Context: an optimization exercise on an open-source flow, tuned for small area, a short achievable clock period and few clock cycles per item. The choices shown serve that exercise and are no tape-out recipe.

==> flow/design.v (excerpt) <==
module sha_256_stream_core #(
  parameter int ROUNDS_PER_CYCLE = 1,
  parameter bit ENABLE_SHA224 = 1
) (
  input  logic         clk,
  input  logic         rst,
  input  logic         ena,
  input  logic [511:0] input_data,
  input  logic         input_valid,
  input  logic         input_first,
  input  logic         input_last,
  input  logic         mode_224,
  output logic         input_ready,
  output logic [255:0] output_hash,
  output logic         output_valid,
  input  logic         output_ready
);
  localparam logic [255:0] IV256 = 256'h6a09e667_bb67ae85_3c6ef372_a54ff53a_510e527f_9b05688c_1f83d9ab_5be0cd19;
  localparam logic [255:0] IV224 = 256'hc1059ed8_367cd507_3070dd17_f70e5939_ffc00b31_68581511_64f98fa7_befa4fa4;
  function automatic logic [31:0] kc(input logic [5:0] i);
    case (i)
      6'd0: kc = 32'h428a2f98;
      6'd1: kc = 32'h71374491;
      6'd2: kc = 32'hb5c0fbcf;
      6'd3: kc = 32'he9b5dba5;
      6'd4: kc = 32'h3956c25b;
      6'd5: kc = 32'h59f111f1;
      6'd6: kc = 32'h923f82a4;
      6'd7: kc = 32'hab1c5ed5;
      6'd8: kc = 32'hd807aa98;
      6'd9: kc = 32'h12835b01;
      6'd10: kc = 32'h243185be;
      6'd11: kc = 32'h550c7dc3;
      6'd12: kc = 32'h72be5d74;
      6'd13: kc = 32'h80deb1fe;
      6'd14: kc = 32'h9bdc06a7;
      6'd15: kc = 32'hc19bf174;
      6'd16: kc = 32'he49b69c1;
      6'd17: kc = 32'hefbe4786;
      6'd18: kc = 32'h0fc19dc6;
      6'd19: kc = 32'h240ca1cc;
      6'd20: kc = 32'h2de92c6f;
      6'd21: kc = 32'h4a7484aa;
      6'd22: kc = 32'h5cb0a9dc;
      6'd23: kc = 32'h76f988da;
      6'd24: kc = 32'h983e5152;
      6'd25: kc = 32'ha831c66d;
      6'd26: kc = 32'hb00327c8;
      6'd27: kc = 32'hbf597fc7;
      6'd28: kc = 32'hc6e00bf3;
      6'd29: kc = 32'hd5a79147;
      6'd30: kc = 32'h06ca6351;
      6'd31: kc = 32'h14292967;
      6'd32: kc = 32'h27b70a85;
      6'd33: kc = 32'h2e1b2138;
      6'd34: kc = 32'h4d2c6dfc;
      6'd35: kc = 32'h53380d13;
      6'd36: kc = 32'h650a7354;
      6'd37: kc = 32'h766a0abb;
  ...
Size in the first run: roughly 6000 cells after synthesis, about 1100 flip-flops, ~780 I/O pins, about 0.058 mm^2 of cells after synthesis.
clock: 9.5 ns
lec_check: 0
cap_margin: 20
core_margin: 2
core_utilization: 55
cts_cluster_diameter: 90
cts_cluster_size: 25
setup_slack_margin: 5
slew_margin: 20
synth_hierarchical: 1
standard.sh (not shown) runs the stock make flow with config.mk's settings and CLKGATE_MAP_FILE= SYNTH_SCRIPT=/design/flow/synth_recipe.tcl, a recipe that flattens the netlist after the stock synthesis.
==> flow/flow/run.sh <==
#!/bin/bash
# The standard layout (standard synthesis, floorplan, placement, CTS, routing), except that
# the input and output ports are buffered with sky130_fd_sc_hd__buf_1 instead of the delay
# buffer buffer_ports picks by default.
set -euo pipefail
bash standard.sh "BUFFER_PORTS_ARGS=-buffer_cell sky130_fd_sc_hd__buf_1" finish > orfs_make.log 2>&1
Edit:
--- a/flow/design.v
+++ b/flow/design.v
@@ -210,23 +210,21 @@
   assign mj = maj(a, b, c);
   assign {u_s, u_c} = csa(p, ch, s1);
   assign {e_s, e_c} = csa(d, u_s, u_c);
   assign {x_s, x_c} = csa(mj, u_c, u_s);
   assign {y_s, y_c} = csa(x_c, x_s, s0);
   sha_add32 u_adde (.x(e_s), .y(e_c), .s(ne));
   sha_add32 u_adda (.x(y_s), .y(y_c), .s(na));
   logic [31:0] gop, cop, p_s, p_c;
   logic [5:0] ki;
   assign ki = t == 7'd63 ? 6'd0 : t == 7'd64 ? 6'd1 : 6'(t + 7'd2);
-  logic gsg, gs2, gs3, gs6, gs4;
-  assign gop = {32{gsg}} & g | {32{gs2}} & he[2] | {32{gs3}} & he[3]
-             | {32{gs6}} & ivw(1'b0, 3'd7) | {32{gs4}} & ivw(1'b1, 3'd7);
+  assign gop = !ld ? g : nfirst ? ivw(nmode, 3'd7) : hen[3];
   assign cop = nfirst ? ivw(nmode, 3'd3) : han[3];
   assign p_s = gop ^ kk ^ w[15];
   assign p_c = {maj(gop, kk, w[15]), 1'b0};
   logic [31:0] sg0, sg1, w_s, w_c, v_s, v_c, wn, win;
   assign sg0 = ror(w[1], 7) ^ ror(w[1], 18) ^ (w[1] >> 3);
   assign sg1 = ror(w[14], 17) ^ ror(w[14], 19) ^ (w[14] >> 10);
   assign w_s = sg1 ^ w[9] ^ sg0;
   assign w_c = {maj(sg1, w[9], sg0), 1'b0};
   assign v_s = w_s ^ w_c ^ w[0];
   assign v_c = {maj(w_s, w_c, w[0]), 1'b0};
@@ -286,25 +284,20 @@
         t <= t + 7'd1;
         if (t == 7'd13) inph <= 1'b0;
       end
     end
   end
   always_ff @(posedge clk) begin
     wi <= t == 7'd62 ? 4'd0 : wi + 4'd1;
     kk <= kc(ki);
     fk <= fkn;
     ivs <= cfirst ? 8'b1 << {mmode, fkn} : 8'b0;
-    gsg <= rst || t != 7'd63;
-    gs2 <= !rst && t == 7'd63 && !input_first && cmt;
-    gs3 <= !rst && t == 7'd63 && !input_first && !cmt;
-    gs6 <= !rst && t == 7'd63 && input_first && !mode_224;
-    gs4 <= !rst && t == 7'd63 && input_first && mode_224;
     if (t == 7'd63) begin
       nfirst <= input_first;
       nmode <= mode_224;
       nlast <= input_last;
     end
     if (ld) begin
       if (push && clast) omode <= mmode;
       if (nb) begin
         cfirst <= nfirst;
         clast <= nlast;
@@ -318,21 +311,19 @@
   input  logic [31:0] y,
   output logic [31:0] s
 );
   always_comb begin
     logic [31:0] gg, pp, hx, gn, pn;
     hx = x ^ y;
     gg = x & y;
     pp = x | y;
     for (int k = 1; k < 32; k = 2 * k) begin
       for (int i = 0; i < 32; i++) begin
-        int j;
-        j = (i / (2 * k)) * (2 * k) + k - 1;
-        gn[i] = (i % (2 * k)) >= k ? gg[i] | pp[i] & gg[j] : gg[i];
-        pn[i] = (i % (2 * k)) >= k ? pp[i] & pp[j] : pp[i];
+        gn[i] = i >= k ? gg[i] | pp[i] & gg[i - k] : gg[i];
+        pn[i] = i >= k ? pp[i] & pp[i - k] : pp[i];
       end
       gg = gn;
       pp = pn;
     end
     s = hx ^ {gg[30:0], 1'b0};
   end
 endmodule
After rerunning: Register-to-register slack improved by 0.07 ns. Clock-buffer cell count fell by 9. Worst setup slack improved by 0.066 ns. Via count rose by 6.0%. Routed wire length rose by 13%. Global-route usage rose by 4.3 points. Die area rose by 0.38%.
Function was not checked in any run of this note: the RTL went through the layout flow alone.

-- port drivers added, routing unchanged --
Ports are ideal in the flow. The routed layouts listed here were re-timed in OpenROAD.
Step 1 (the two cells are an assumption about what drives the block):
set clk [get_ports {clk}]
set_driving_cell -lib_cell sky130_fd_sc_hd__clkbuf_16 $clk
set_driving_cell -lib_cell sky130_fd_sc_hd__buf_2 [delete_from_list [all_inputs] $clk]
Step 2 adds t to the input delays and takes it off the output delays; t is the mean of the earliest and latest rising clock arrival at the registers after step 1. Input paths then give back, and output paths get back, about the clock's delay inside the block.
Slacks: no drivers / after step 1 / after step 2; pairs: no drivers / after step 1.
run	t, ns	slack for setup (ns)	worst slew at a driven data input, ns
the first run	0.770	4.844 / 4.844 / 4.844	0.24
the second run	0.784	4.910 / 4.910 / 4.910	0.23
After both steps every run listed still meets setup and hold.
